Source: an optimization exercise on an open RTL-to-GDS flow (aim: small area). Production flows keep margins and buffers that such runs may drop.
In this exercise RTL edits were held to simulation tests only and were not proved equivalent to the original.
Power is estimated from default activity; no workload was simulated.

==> run E <==
## cb_quant_top
module cb_quant_top (
    input  logic             clk,
    input  logic             rst,
    input  logic             enable,
    input  logic [64*11-1:0] coef_in,
    output logic [64*11-1:0] q_out,
    output logic             out_enable
);
    logic [338:0] q_narrow;
    coef_capture i_coef_capture (
        .coef_in  (coef_in),
        .q_narrow (q_narrow)
    );
    round_output i_round_output (
        .clk        (clk),
        .rst        (rst),
        .enable     (enable),
        .q_narrow   (q_narrow),
        .q_out      (q_out),
        .out_enable (out_enable)
    );
endmodule
==> flow/config.mk <==
export PLATFORM = sky130hd
export DESIGN_NAME = cb_quant_top
export DESIGN_NICKNAME = cb_quant_top
export VERILOG_FILES = /design/flow/design.v
export SDC_FILE = /design/flow/constraint.sdc
export NUM_CORES = 4
export LEC_CHECK = 0
export CAP_MARGIN = 20
export CORE_AREA = 5 5 275 275
export CTS_CLUSTER_DIAMETER = 80
export CTS_CLUSTER_SIZE = 20
export DIE_AREA = 0 0 280 280
export GPL_TIMING_DRIVEN = 0
export SLEW_MARGIN = 20
==> flow/constraint.sdc <==
create_clock -name core_clock -period 5.0 [get_ports {clk}]
set_input_delay 1.0000 -clock core_clock [delete_from_list [all_inputs] [get_ports {clk}]]
set_output_delay 1.0000 -clock core_clock [all_outputs]
set_load 0.01 [all_outputs]
standard.sh (not shown) runs the stock make flow with config.mk's settings and CLKGATE_MAP_FILE= SYNTH_SCRIPT=/design/flow/synth_recipe.tcl, a recipe that flattens the netlist after the stock synthesis.
==> flow/flow/run.sh <==
#!/bin/bash
# Layout flow: the standard.sh (ORFS synthesis to finish) with these changes:
#  - synthesis maps the logic with ABC's area mapper (abc_amap.script) instead of the
#    timing-driven map + upsize script, and does not extract half/full adder cells;
#    registers, flattening and naming are those of the standard synthesis
#  - pass-through output wires get buf_1 instead of buf_4 in synthesis
#  - each port gets the smallest buffer (buf_1) instead of the default delay buffer
#  - placement is not timing driven (its trial buffering kept ~250 buffers); the
#    synthesis pass-through buffers are removed before port buffering instead
#  - pins may sit one routing track apart (the clock pin is fixed apart from the
#    rest, pre_io.tcl), so the die is sized by area rather than by pin count
# Every tool's output goes to its own log here (ORFS keeps per-step logs in orfs/logs).
set -euo pipefail
HERE=$PWD
sed -e "s#log_cmd abc {\*}\$abc_args#log_cmd abc -script $HERE/flow/abc_amap.script {*}[lrange \$abc_args 2 end]#" \
    "$FLOW_HOME/scripts/synth.tcl" > synth_mod.tcl
grep -q "abc_amap.script" synth_mod.tcl
sed -e "s#source \$::env(SCRIPTS_DIR)/synth.tcl#source $HERE/synth_mod.tcl#" synth_recipe.tcl > my_synth.tcl
grep -q "synth_mod.tcl" my_synth.tcl
sed -e "s#SYNTH_SCRIPT=[^ ]*#SYNTH_SCRIPT=$HERE/my_synth.tcl ADDER_MAP_FILE= 'MIN_BUF_CELL_AND_PORTS=sky130_fd_sc_hd__buf_1 A X'#" standard.sh > my_standard.sh
grep -q "my_synth.tcl" my_standard.sh
export BUFFER_PORTS_ARGS="-buffer_cell sky130_fd_sc_hd__buf_1"
export PRE_GLOBAL_PLACE_TCL=$HERE/flow/pre_gpl.tcl
export PRE_IO_PLACEMENT_TCL=$HERE/flow/pre_io.tcl
export PLACE_PINS_ARGS="-min_distance 1 -min_distance_in_tracks"
bash my_standard.sh > flow_make.log 2>&1
==> flow/flow/abc_amap.script <==
strash
dc2
dch -f
amap
topo
==> flow/flow/pre_gpl.tcl <==
# Drop the buffers synthesis put on pass-through output wires before the ports are
# buffered (the standard flow does this only in timing-driven placement)
remove_buffers
==> flow/flow/pre_io.tcl <==
# Fix the clock pin in the middle of the left edge and keep the other pins 5 um
# away from it: the other pins may sit one routing track apart, but the clock
# net needs more room beside its pin
set die [ord::get_die_area]
set ymid [expr {([lindex $die 1] + [lindex $die 3]) / 2.0}]
place_pin -pin_name clk -layer met3 -location [list 0 $ymid] -pin_size {1.0 0.3} -force_to_die_boundary
exclude_io_pin_region -region left:[expr {$ymid - 5}]-[expr {$ymid + 5}]
==> run D: changes against run E <==
Settings changed: CORE_AREA 5 5 275 275 to 5 5 295 295, CTS_CLUSTER_DIAMETER 80 to 100, CTS_CLUSTER_SIZE 20 to 30, DIE_AREA 0 0 280 280 to 0 0 300 300.
==> run C: changes against run E <==
--- a/flow/flow/run.sh
+++ b/flow/flow/run.sh
@@ -7,8 +7,6 @@
 #  - each port gets the smallest buffer (buf_1) instead of the default delay buffer
 #  - placement is not timing driven (its trial buffering kept ~250 buffers); the
 #    synthesis pass-through buffers are removed before port buffering instead
-#  - pins may sit one routing track apart (the clock pin is fixed apart from the
-#    rest, pre_io.tcl), so the die is sized by area rather than by pin count
 # Every tool's output goes to its own log here (ORFS keeps per-step logs in orfs/logs).
 set -euo pipefail
 HERE=$PWD
@@ -21,6 +19,4 @@
 grep -q "my_synth.tcl" my_standard.sh
 export BUFFER_PORTS_ARGS="-buffer_cell sky130_fd_sc_hd__buf_1"
 export PRE_GLOBAL_PLACE_TCL=$HERE/flow/pre_gpl.tcl
-export PRE_IO_PLACEMENT_TCL=$HERE/flow/pre_io.tcl
-export PLACE_PINS_ARGS="-min_distance 1 -min_distance_in_tracks"
 bash my_standard.sh > flow_make.log 2>&1
Settings changed: CORE_AREA 5 5 275 275 to 5 5 485 485, DIE_AREA 0 0 280 280 to 0 0 490 490.
removed: flow/flow/pre_io.tcl
==> run K: changes against run E <==
--- a/flow/flow/run.sh
+++ b/flow/flow/run.sh
@@ -5,10 +5,6 @@
 #    registers, flattening and naming are those of the standard synthesis
 #  - pass-through output wires get buf_1 instead of buf_4 in synthesis
 #  - each port gets the smallest buffer (buf_1) instead of the default delay buffer
-#  - placement is not timing driven (its trial buffering kept ~250 buffers); the
-#    synthesis pass-through buffers are removed before port buffering instead
-#  - pins may sit one routing track apart (the clock pin is fixed apart from the
-#    rest, pre_io.tcl), so the die is sized by area rather than by pin count
 # Every tool's output goes to its own log here (ORFS keeps per-step logs in orfs/logs).
 set -euo pipefail
 HERE=$PWD
@@ -20,7 +16,4 @@
 sed -e "s#SYNTH_SCRIPT=[^ ]*#SYNTH_SCRIPT=$HERE/my_synth.tcl ADDER_MAP_FILE= 'MIN_BUF_CELL_AND_PORTS=sky130_fd_sc_hd__buf_1 A X'#" standard.sh > my_standard.sh
 grep -q "my_synth.tcl" my_standard.sh
 export BUFFER_PORTS_ARGS="-buffer_cell sky130_fd_sc_hd__buf_1"
-export PRE_GLOBAL_PLACE_TCL=$HERE/flow/pre_gpl.tcl
-export PRE_IO_PLACEMENT_TCL=$HERE/flow/pre_io.tcl
-export PLACE_PINS_ARGS="-min_distance 1 -min_distance_in_tracks"
 bash my_standard.sh > flow_make.log 2>&1
==> flow/flow/abc_amap.script (replaced) <==
strash
dch
amap
topo
Settings changed: CORE_AREA 5 5 275 275 to 5 5 485 485, CTS_CLUSTER_DIAMETER 80 to default, CTS_CLUSTER_SIZE 20 to default, DIE_AREA 0 0 280 280 to 0 0 490 490, GPL_TIMING_DRIVEN 0 to default.
removed: flow/flow/pre_gpl.tcl
removed: flow/flow/pre_io.tcl
==> notes.md <==
routability congestion estimate=0.998; IO Pins=1411; Critical Path Stages=29; status=no timing/DRC/antenna violations; met3 WL post-DR=12600 µm; hold_sp=i_round_output.q_reg[105]
That was run D.
==> notes.md <==
status=no timing/DRC/antenna violations; post-synthesis sequential area ratio=0.240; IO Pins=1412; Startpoint Class=input port; routability congestion estimate=1.01; hold_sp=i_round_output.q_reg[152]; Setup crit end kind=flop
That was run K.
==> notes.md <==
DIE AREA=240000 µm²; met3 WL post-DR=21300 µm; IO Pins=1412; hold_sp=i_round_output.q_reg[105]; routability congestion estimate=0.991; Flop pwr share=0.302; status=no timing/DRC/antenna violations
That was run C.
==> notes.md <==
met3 WL post-DR=13200 µm; Critical Path Stages=32; IO Pins=1411; routability congestion estimate=0.965; hold_sp=i_round_output.q_reg[109]; status=no timing/DRC/antenna violations; met1 global-route usage=0.320
That was run E.


==> fjord <==
cb_quant_top, a different RTL version from the one above (not shown whole).
// cb_quant_top
module cb_quant_top (
    input  logic             clk,
    input  logic             rst,
    input  logic             enable,
    input  logic [64*11-1:0] coef_in,
    output logic [64*11-1:0] q_out,
    output logic             out_enable
);
export LEC_CHECK = 0
export CAP_MARGIN = 20
export CORE_MARGIN = 2
export CORE_UTILIZATION = 40
export SLEW_MARGIN = 20
create_clock -name core_clock -period 5.0 [get_ports {clk}]
run.sh (not shown) runs the stock make flow with config.mk's settings and CLKGATE_MAP_FILE= SYNTH_SCRIPT=/design/flow/synth_recipe.tcl, a recipe that flattens the netlist after the stock synthesis.
Stock flow here: none of the scripts above is used.
==> juniper: changes against fjord <==
Settings changed: CORE_AREA set to 5 5 485 485, CORE_MARGIN 2 to not set, CORE_UTILIZATION 40 to not set, DIE_AREA set to 0 0 490 490.
==> notes.md <==
juniper completed with no timing, DRC or antenna violations. fjord aborted during I/O pin placement (3_2_place_iop) with PPL-0024. In synthesized cell count, juniper and fjord do not differ. Synthesized area is the same in fjord and juniper.
==> figures <==
|  | juniper | fjord |
|---|---|---|
| Run status | no timing/DRC/antenna violations | did not finish |
| Last stage reached | - | I/O pin placement (3_2_place_iop) |
| Y dimension of the die | 490 µm | 317 µm |
| Fraction of synthesis flops using an asynchronous set or reset pin | 0 | 0 |
| Most frequently used cell type in the post-synthesis netlist | sky130_fd_sc_hd__nor2_1 | sky130_fd_sc_hd__nor2_1 |
| Post-Syn Area per Cell | 7.44 µm² | 7.44 µm² |
| Post-synth top area share | 0.174 | 0.174 |
| Number of cell rows | 176 | 114 |
| Synth warnings | 1 | 1 |
| Effective utilization at floorplan | 0.171 | 0.404 |
| Die span in x | 490 µm | 317 µm |
| Mux contribution to synthesized area | 0.0676 | 0.0676 |
| Post-synthesis share of cell area spent on full adders, half adders and majority gates | 0.190 | 0.190 |
| Compound-cell area share of the yosys netlist | 0.209 | 0.209 |


==> inputs of job 4079 <==
RTL: one of the versions met above, not the one the previous note started from.
// cb_quant_top
module cb_quant_top (
    input  logic             clk,
    input  logic             rst,
    input  logic             enable,
    input  logic [64*11-1:0] coef_in,
    output logic [64*11-1:0] q_out,
    output logic             out_enable
);
export LEC_CHECK = 0
export CAP_MARGIN = 20
export CORE_AREA = 5 5 295 295
export CTS_CLUSTER_DIAMETER = 100
export CTS_CLUSTER_SIZE = 25
export DIE_AREA = 0 0 300 300
export GPL_TIMING_DRIVEN = 0
export SLEW_MARGIN = 20
create_clock -name core_clock -period 5.0 [get_ports {clk}]
standard.sh (not shown) runs the stock make flow with config.mk's settings and CLKGATE_MAP_FILE= SYNTH_SCRIPT=/design/flow/synth_recipe.tcl, a recipe that flattens the netlist after the stock synthesis.
==> flow/flow/run.sh <==
#!/bin/bash
# Layout flow: the standard.sh (ORFS synthesis to finish) with these changes:
#  - synthesis maps the logic with ABC's area mapper (abc_amap.script) instead of the
#    timing-driven map + upsize script, and does not extract half/full adder cells;
#    registers, flattening and naming are those of the standard synthesis
#  - pass-through output wires get buf_1 instead of buf_4 in synthesis
#  - each port gets the smallest buffer (buf_1) instead of the default delay buffer
#  - placement is not timing driven (its trial buffering kept ~250 buffers); the
#    synthesis pass-through buffers are removed before port buffering instead
#  - pins may sit one routing track apart (the clock pin is fixed apart from the
#    rest, pre_io.tcl), so the die is sized by area rather than by pin count
# Every tool's output goes to its own log here (ORFS keeps per-step logs in orfs/logs).
set -euo pipefail
HERE=$PWD
sed -e "s#log_cmd abc {\*}\$abc_args#log_cmd abc -script $HERE/flow/abc_amap.script {*}[lrange \$abc_args 2 end]#" \
    "$FLOW_HOME/scripts/synth.tcl" > synth_mod.tcl
grep -q "abc_amap.script" synth_mod.tcl
sed -e "s#source \$::env(SCRIPTS_DIR)/synth.tcl#source $HERE/synth_mod.tcl#" synth_recipe.tcl > my_synth.tcl
grep -q "synth_mod.tcl" my_synth.tcl
sed -e "s#SYNTH_SCRIPT=[^ ]*#SYNTH_SCRIPT=$HERE/my_synth.tcl ADDER_MAP_FILE= 'MIN_BUF_CELL_AND_PORTS=sky130_fd_sc_hd__buf_1 A X'#" standard.sh > my_standard.sh
grep -q "my_synth.tcl" my_standard.sh
export BUFFER_PORTS_ARGS="-buffer_cell sky130_fd_sc_hd__buf_1"
export PRE_GLOBAL_PLACE_TCL=$HERE/flow/pre_gpl.tcl
export PRE_IO_PLACEMENT_TCL=$HERE/flow/pre_io.tcl
export PLACE_PINS_ARGS="-min_distance 1 -min_distance_in_tracks"
bash my_standard.sh > flow_make.log 2>&1
==> flow/flow/abc_amap.script <==
strash
dc2
dch -f
amap
topo
==> flow/flow/pre_gpl.tcl <==
# Drop the buffers synthesis put on pass-through output wires before the ports are
# buffered (the standard flow does this only in timing-driven placement)
remove_buffers
==> flow/flow/pre_io.tcl <==
# Fix the clock pin in the middle of the left edge and keep the other pins 5 um
# away from it: the other pins may sit one routing track apart, but the clock
# net needs more room beside its pin
set die [ord::get_die_area]
set ymid [expr {([lindex $die 1] + [lindex $die 3]) / 2.0}]
place_pin -pin_name clk -layer met3 -location [list 0 $ymid] -pin_size {0.8 0.3} -force_to_die_boundary
exclude_io_pin_region -region left:[expr {$ymid - 5}]-[expr {$ymid + 5}]
==> inputs of job 3345, as changes to job 4079 <==
--- a/flow/flow/run.sh
+++ b/flow/flow/run.sh
@@ -9,4 +9,2 @@
 #    synthesis pass-through buffers are removed before port buffering instead
-#  - pins may sit one routing track apart (the clock pin is fixed apart from the
-#    rest, pre_io.tcl), so the die is sized by area rather than by pin count
 # Every tool's output goes to its own log here (ORFS keeps per-step logs in orfs/logs).
@@ -23,4 +21,2 @@
 export PRE_GLOBAL_PLACE_TCL=$HERE/flow/pre_gpl.tcl
-export PRE_IO_PLACEMENT_TCL=$HERE/flow/pre_io.tcl
-export PLACE_PINS_ARGS="-min_distance 1 -min_distance_in_tracks"
 bash my_standard.sh > flow_make.log 2>&1
--- a/flow/config.mk
+++ b/flow/config.mk
@@ -8,6 +8,6 @@
 export CAP_MARGIN = 20
-export CORE_AREA = 5 5 295 295
-export CTS_CLUSTER_DIAMETER = 100
-export CTS_CLUSTER_SIZE = 25
-export DIE_AREA = 0 0 300 300
+export CORE_AREA = 5 5 485 485
+export CTS_CLUSTER_DIAMETER = 120
+export CTS_CLUSTER_SIZE = 30
+export DIE_AREA = 0 0 490 490
 export GPL_TIMING_DRIVEN = 0
removed: flow/flow/pre_io.tcl
==> inputs of job 1585, as changes to job 4079 <==
--- a/flow/flow/pre_io.tcl
+++ b/flow/flow/pre_io.tcl
@@ -5,3 +5,3 @@
 set ymid [expr {([lindex $die 1] + [lindex $die 3]) / 2.0}]
-place_pin -pin_name clk -layer met3 -location [list 0 $ymid] -pin_size {0.8 0.3} -force_to_die_boundary
+place_pin -pin_name clk -layer met3 -location [list 0 $ymid] -pin_size {1.0 0.3} -force_to_die_boundary
 exclude_io_pin_region -region left:[expr {$ymid - 5}]-[expr {$ymid + 5}]
==> results by group <==
Die
  – Rows: 106
  – I/O pins: 1,411
  – Initial Utilization: 32.8%

Global route
  – Met3 Usage GRT: 8.00%

Layout
  – Fin area: 34,700 um2
  – Clock network area share: 2.51%
  – Area of the multi-input gates: 17,500 um2
  – Final net count: 6,513
  – Share of layout cells above drive strength 1: 2.97%

STA
  – Min Clock Period, post-route: 4680 ps

Outcome
  – Outcome: no timing/DRC/antenna violations

Drt
  – DR WL/cell: 17.5 um
The numbers above come from job 4079.

==> results by group <==
Drt
  – DR WL/cell: 17.4 um

Layout
  – Area of the multi-input gates: 17,500 um2
  – Clock network area share: 2.58%
  – Final net count: 6,516
  – FFs & Latches: 340
  – Share of layout cells above drive strength 1: 3.11%

Global route
  – Met3 Usage GRT: 8.59%

STA
  – Min Clock Period, post-route: 4690 ps

Outcome
  – Outcome: no timing/DRC/antenna violations

Die
  – Initial Utilization: 32.8%
  – Rows: 106
  – I/O pins: 1,411
The numbers above come from job 1585.

==> results by group <==
Drt
  – Routed wl met3: 20,900 um
  – DR WL/cell: 20.7 um

Layout
  – Clock network area share: 2.91%
  – Fin area: 37,300 um2
  – Share of layout cells above drive strength 1: 3.09%
  – Final net count: 6,513

Die
  – Rows: 176
  – I/O pins: 1,412

STA
  – Min Clock Period, post-route: 4770 ps

Outcome
  – Outcome: no timing/DRC/antenna violations
The numbers above come from job 3345.

-- re-timing with driven ports --
The results above use ideal ports. As a check the final layouts listed here were re-extracted and re-timed, cells and wires unchanged.
Step 1 (the two cells are an assumption about what drives the block):
set clk [get_ports {clk}]
set_driving_cell -lib_cell sky130_fd_sc_hd__clkbuf_16 $clk
set_driving_cell -lib_cell sky130_fd_sc_hd__buf_2 [delete_from_list [all_inputs] $clk]
Step 2 adds t to the input delays and takes it off the output delays; t is the mean of the earliest and latest rising clock arrival at the registers after step 1. Input paths then give back, and output paths get back, about the clock's delay inside the block.
a / b / c = ideal ports / drivers / drivers and shift; a / b = the first two.
run | t, ns | slack for setup (ns) | hold slack, ns | worst setup path at the end
run E | 0.608 | 0.202 / 0.213 / -0.395 | 0.435 / 0.435 / 0.435 | input to register
run D | 0.631 | 0.311 / 0.284 / -0.347 | 0.442 / 0.442 / 0.442 | input to register
run C | 0.728 | 0.275 / 0.289 / -0.439 | 0.440 / 0.440 / 0.440 | input to register
run K | 0.742 | 0.413 / 0.450 / -0.292 | 0.457 / 0.457 / 0.457 | input to register
juniper | 0.736 | 0.224 / 0.268 / -0.468 | 0.462 / 0.462 / 0.462 | input to register
job 4079 | 0.627 | 0.322 / 0.285 / -0.342 | 0.447 / 0.447 / 0.447 | input to register
job 3345 | 0.751 | 0.231 / 0.162 / -0.589 | 0.444 / 0.444 / 0.444 | input to register
job 1585 | 0.629 | 0.313 / 0.285 / -0.344 | 0.442 / 0.442 / 0.442 | input to register
With both steps, setup timing fails in every run listed, where it was met with ideal ports. The setup slack of job 3345, which loses most, moves by -0.069 ns with the drivers and by -0.820 ns with both steps.
